What follows belongs to an exercise in optimizing a design on an open flow for small area, a short achievable clock period and few clock cycles; a production flow would make more cautious choices. In this exercise RTL edits were held to simulation tests only and were not proved equivalent to the original.

== try-tundra ==
// complex_unit
module complex_unit (
    input  logic          cpu_clk_i,
    input  logic          rst_i,
    input  logic          flush_i,
    input  logic          cu_valid_i,
    input  logic [2:0]    cu_opcode_i,
    input  logic [31:0]   cu_operand1_i,
    input  logic [31:0]   cu_operand2_i,
    output logic          busy_o,
    output logic [31:0]   result_o,
    output logic          wb_valid_o
);
    localparam logic [2:0] S_IDLE = 3'd0, S_MUL = 3'd1, S_NORM = 3'd2,
                           S_DIV = 3'd3, S_DONE = 3'd4;
    logic [2:0]  r_state;
    logic [32:0] r_p;       
    logic [31:0] r_q;       
    logic [32:0] r_x;       
    logic [4:0]  r_cnt;     
    logic        r_div;     
    logic        r_hi;      
    logic        r_neg;     
    logic        r_rem;     
    function automatic logic [5:0] bitlen(input logic [31:0] v);
        bitlen = 6'd0;
        for (int i = 0; i < 32; i++)
            if (v[i]) bitlen = 6'(i + 1);
    endfunction
    function automatic logic [64:0] bk_add(input logic [63:0] a, input logic [63:0] b,
                                           input logic cin, input int w);
        logic [64:0] g, p, gg, pp;
        logic [64:0] r;
        g = '0; p = '0;
        g[0] = cin; p[0] = 1'b0;
        for (int i = 0; i < w; i++) begin
            g[i+1] = a[i] & b[i];
            p[i+1] = a[i] ^ b[i];
        end
        gg = g; pp = p;
        for (int d = 1; d <= 64; d = d * 2)
            for (int i = 2*d - 1; i <= w; i = i + 2*d) begin
                gg[i] = gg[i] | (pp[i] & gg[i-d]);
                pp[i] = pp[i] & pp[i-d];
            end
        for (int d = 32; d >= 1; d = d / 2)
            for (int i = 3*d - 1; i <= w; i = i + 2*d) begin
                gg[i] = gg[i] | (pp[i] & gg[i-d]);
                pp[i] = pp[i] & pp[i-d];
            end
        r = '0;
        for (int i = 0; i < w; i++) r[i] = p[i+1] ^ gg[i];
        r[w] = gg[w];
        bk_add = r;
    endfunction
    function automatic logic [1:0] bytelen(input logic [31:0] v, input logic s);
        logic [31:0] m;
        m = (s && v[31]) ? ~v : v;
        if (m[31:8] == 24'd0)       bytelen = 2'd0;
  ...
Size in the first run: about 3000 cells after synthesis, roughly 110 flip-flops, roughly 110 I/O pins, roughly 25000 µm² of cells after synthesis.
clock: 10.0 ns
lec_check: 0
cap_margin: 20
core_margin: 2
core_utilization: 40
setup_slack_margin: 3.25
slew_margin: 20
run.sh (not shown) runs the stock make flow with config.mk's settings and CLKGATE_MAP_FILE= SYNTH_SCRIPT=/design/flow/synth_recipe.tcl, a recipe that flattens the netlist after the stock synthesis.
try-tundra closes out successfully: all stages finished, all timing, DRC and antenna checks passed.
Testbench counts of try-tundra, summed over its fixed seeds: cycles 12,772.
The following lists how try-zinc was set up differently from try-tundra:
- SETUP_SLACK_MARGIN: 3.25 -> 3.5
The final layout from try-zinc, which completed every stage, passed the timing, design-rule and antenna checks at the end of the flow. try-zinc ends up with a non-clock buffer count that is 51 higher than in try-tundra. Changes observed in try-zinc relative to try-tundra: setup slack rose by 0.14 ns, first-pass GRT wire length rose 2000 µm, fraction of synthesis flops using an asynchronous set or reset pin essentially unchanged, minimum period implied by the final worst setup slack went down by 0.14 ns. | transition time at the pin with the least slew margin | try-zinc vs try-tundra | 0.15 ns higher |. Changes observed in try-zinc relative to try-tundra: proportion of cell area occupied by multi-input gates -0.76 points; worst hold margin barely changed.

* * *

complex_unit, a different RTL version from the one above (not shown whole).
For scale: about 3500 cells after synthesis, about 110 flip-flops, roughly 110 I/O pins, roughly 27000 um^2 of cells after synthesis.
==> flow/config.mk <==
export PLATFORM = sky130hd
export DESIGN_NAME = complex_unit
export DESIGN_NICKNAME = complex_unit
export VERILOG_FILES = /design/flow/design.v
export SDC_FILE = /design/flow/constraint.sdc
export NUM_CORES = 4
export LEC_CHECK = 0
export CAP_MARGIN = 20
export CORE_MARGIN = 2
export CORE_UTILIZATION = 50
export SETUP_SLACK_MARGIN = 4
export SLEW_MARGIN = 20
==> flow/constraint.sdc <==
create_clock -name core_clock -period 10.0 [get_ports {cpu_clk_i}]
set_input_delay 2.0000 -clock core_clock [delete_from_list [all_inputs] [get_ports {cpu_clk_i}]]
set_output_delay 2.0000 -clock core_clock [all_outputs]
set_load 0.01 [all_outputs]
The starting point ran to the end with no violations.
Testbench counts at the start, summed over its fixed seeds: cycles 13,035.
Change:
CORE_UTILIZATION = 40   (was 50)
Result:
- The changed run completed without violations
- first-iteration DRC count is higher by a few percent
- clock-buffer cell count rises by 3
- maximum frequency climbs by a few percent
- via count is lower by a few percent
- setup slack is better by 0.35 ns

what the ideal ports hide:
The flow's constraints put no driver on any port. The routed layouts listed below were extracted and timed again, unchanged, in two steps. Step 1 sets driving cells, clkbuf_16 on the clock port and buf_2 on the other inputs (assumed; they add their load-dependent delay and slew). Step 2 adds t to the input delays and takes it off the output delays; t is the mean of the earliest and latest rising clock arrival at the registers after step 1. Input paths then give back, and output paths get back, about the clock's delay inside the block. a / b / c = no drivers / after step 1 / after step 2; a / b = the first two.
run | shift t [ns] | setup WS [ns] | slew at the worst register clock pin (ns) | worst data-port slew with drivers (ns) | cell pins on the clock port's net
try-tundra | 0.454 | 3.393 / 3.366 / 3.061 | 0.09 / 0.09 | 0.05 | 1
try-zinc | 0.450 | 3.532 / 3.523 / 3.139 | 0.09 / 0.09 | 0.05 | 1
the first run of note 2 | 0.442 | 3.688 / 3.722 / 3.280 | 0.09 / 0.09 | 0.06 | 1
the second run of note 2 | 0.464 | 4.039 / 4.050 / 3.615 | 0.09 / 0.09 | 0.06 | 1
After both steps setup and hold are still met in every run listed. The setup slack of the second run of note 2, which loses most, moves by +0.011 ns with the drivers and by -0.424 ns with both steps.
